Context: an optimization exercise on an open-source flow, tuned for small area. The choices shown serve that exercise and are no tape-out recipe. The RTL was checked by simulation tests, not by an equivalence proof against the original design. No activity file was given, so power comes from the tool's default toggle rates.

Setup of xenon:
Design lcd_ctrl_top, start of the top module:
module lcd_ctrl_top #(
    parameter int unsigned T_POWER      = 750000,   
    parameter int unsigned T_WAKE1      = 205000,
    parameter int unsigned T_WAKE2      = 500,
    parameter int unsigned T_CMD        = 2000,     
    parameter int unsigned T_CLEAR      = 82000,    
    parameter int unsigned T_E_PULSE    = 12,
    parameter int unsigned T_NIBBLE_GAP = 50
) (
    input  logic       clk,
    input  logic       rst,
    input  logic       wb_cyc,
    input  logic       wb_stb,
    input  logic       wb_we,
    input  logic [5:0] wb_adr,
    input  logic [7:0] wb_dat_w,
    output logic [7:0] wb_dat_r,
    output logic       wb_ack,
    output logic       lcd_e,
    output logic       lcd_rs,
    output logic [3:0] lcd_data
);
make LEC_CHECK=0 CAP_MARGIN=20 CORE_MARGIN=2 CORE_UTILIZATION=75 CTS_BUF_LIST=sky130_fd_sc_hd__clkbuf_4 SLEW_MARGIN=20 SYNTH_HIERARCHICAL=1 SYNTH_MINIMUM_KEEP_SIZE=0 finish   # period 20.0 ns
run.sh (not shown) runs the stock make flow with config.mk's settings and CLKGATE_MAP_FILE= SYNTH_SCRIPT=/design/flow/synth_recipe.tcl, a recipe that flattens the netlist after the stock synthesis.
What fjord does differently from xenon at the input level:
--- a/flow/config.mk
+++ b/flow/config.mk
@@ -9,5 +9,5 @@
 export CORE_MARGIN = 2
 export CORE_UTILIZATION = 75
-export CTS_BUF_LIST = sky130_fd_sc_hd__clkbuf_4
+export CTS_BUF_LIST = sky130_fd_sc_hd__clkbuf_8
 export SLEW_MARGIN = 20
 export SYNTH_HIERARCHICAL = 1
==> comparison <==
Compared to xenon, fjord has final period utilization 0.49 points lower.
Diff xenon..fjord | design area | negligible
Looking at number of cells in the finished layout apart from fillers, fjord sits below xenon.
fjord consumes less power than xenon does.
As of fjord, number of non-clock buffers in the layout had fallen by a few percent compared to xenon.
Cmp xenon and fjord / clock skew / lower: fjord
On iteration count of the initial detailed-routing pass: between xenon and fjord, it ends up lower for xenon.
Comparing fjord against xenon, there is no change at all in proportion of synthesized flip-flops having asynchronous set or reset.
diff inputs: fjord => pepper
==> flow/flow/run.sh (new file) <==
#!/bin/bash
# Layout flow: the standard flow (standard.sh) with two changes made
# through ORFS's own knobs:
#  - clock tree synthesis without dummy loads, with larger sink clusters
#  - port buffers use the smallest buffer cell
set -e
cp standard.sh standard_sh.log
export CTS_ARGS="-sink_clustering_enable -repair_clock_nets -dont_use_dummy_load -sink_clustering_size 30 -sink_clustering_max_diameter 100 -buf_list sky130_fd_sc_hd__clkbuf_16"
export BUFFER_PORTS_ARGS="-buffer_cell sky130_fd_sc_hd__buf_1"
bash standard.sh > standard.log 2>&1
==> flow/standard.sh (new file) <==
#!/bin/bash
# synth_recipe.tcl (not shown) runs the flow's synth.tcl, then flattens the netlist and writes it again
# the make line also repeats each setting of config.mk as NAME=value (left out here)
make -C /OpenROAD-flow-scripts/flow DESIGN_CONFIG=/design/flow/config.mk WORK_HOME=/design/flow/orfs CLKGATE_MAP_FILE= SYNTH_SCRIPT=/design/flow/synth_recipe.tcl "${@:-finish}"
--- a/flow/config.mk
+++ b/flow/config.mk
@@ -9,5 +9,4 @@
 export CORE_MARGIN = 2
 export CORE_UTILIZATION = 75
-export CTS_BUF_LIST = sky130_fd_sc_hd__clkbuf_8
 export SLEW_MARGIN = 20
 export SYNTH_HIERARCHICAL = 1
removed: flow/run.sh
--- outcome ---
In the metrics for fjord and pepper, the one carrying the lower slew at the pin closest to its max-slew limit is pepper.
Reported for fjord and pepper, number of flops mapped to enable cells by yosys turned out identical to the last digit.
Looking at routed wire length across both flows, pepper is the stronger of the two, with fjord trailing.
Diff fjord -> pepper: sequential share of layout area rose by 2.7 points, count of clock-buffer cells in the layout lower.
Proportion of final cell area spent on non-clock buffers ends up lower on pepper.
Compared to fjord, pepper shows a wider setup margin.
From fjord to pepper the numbers moved as follows: clock-cell share of area moved down; cell area after placement moved down; final count of pins violating max slew level.
Number of global-route vias before repair in pepper is about 4.5% below fjord.
Edits applied to the flow inputs when going from pepper to maple:
--- a/flow/flow/run.sh
+++ b/flow/flow/run.sh
@@ -6,5 +6,5 @@
 set -e
 cp standard.sh standard_sh.log
-export CTS_ARGS="-sink_clustering_enable -repair_clock_nets -dont_use_dummy_load -sink_clustering_size 30 -sink_clustering_max_diameter 100 -buf_list sky130_fd_sc_hd__clkbuf_16"
+export CTS_ARGS="-sink_clustering_enable -repair_clock_nets -dont_use_dummy_load -sink_clustering_size 16 -sink_clustering_max_diameter 60 -buf_list sky130_fd_sc_hd__clkbuf_8"
 export BUFFER_PORTS_ARGS="-buffer_cell sky130_fd_sc_hd__buf_1"
 bash standard.sh > standard.log 2>&1
[summary]
Comparing pepper with maple, the sequential share of layout area came out essentially unchanged. Looking at number of antenna violations at the first check in global routing, maple sits 1 lower than pepper does. The fmax number comes out lower for maple vs pepper. Post-route non-filler standard cell count was lower in the run labelled pepper. Relative to pepper, worst setup slack has gone down in maple. Re insertion delay to the later sink of the worst-skew pair: maple is 0.07 ns up on pepper. Of the two values seen for cell with the largest stage delay on the worst path, sky130_fd_sc_hd__o21a_1 was produced by pepper and sky130_fd_sc_hd__a222oi_1 by maple.

[static timing again, ports no longer ideal]
How much do the figures lean on ideal ports? The routed layouts below were timed once more, with nothing changed but the port constraints.
Step 1: set_driving_cell puts a clkbuf_16 on clk and a buf_2 on each other input, an assumption about the parent block.
Step 2 times the ports against the registers' clock, not the clock port: input delays grow and output delays shrink by t, the midpoint of the rising clock arrivals with the driver on.
a / b / c = no drivers / after step 1 / after step 2; a / b = the first two.
run	shift t [ns]	setup WS [ns]	slew at the worst register clock pin (ns)	worst slew at a driven data input, ns
xenon	0.724	7.990 / 7.967 / 7.967	0.08 / 0.08	0.05
fjord	0.610	8.088 / 8.065 / 8.065	0.07 / 0.07	0.05
pepper	0.534	9.135 / 9.103 / 9.103	0.12 / 0.12	0.05
maple	0.590	9.050 / 8.993 / 8.993	0.11 / 0.11	0.06
After both steps setup and hold are still met in every run listed. For maple, which loses most, drivers alone change the setup slack by -0.057 ns; drivers and shift together by -0.057 ns.
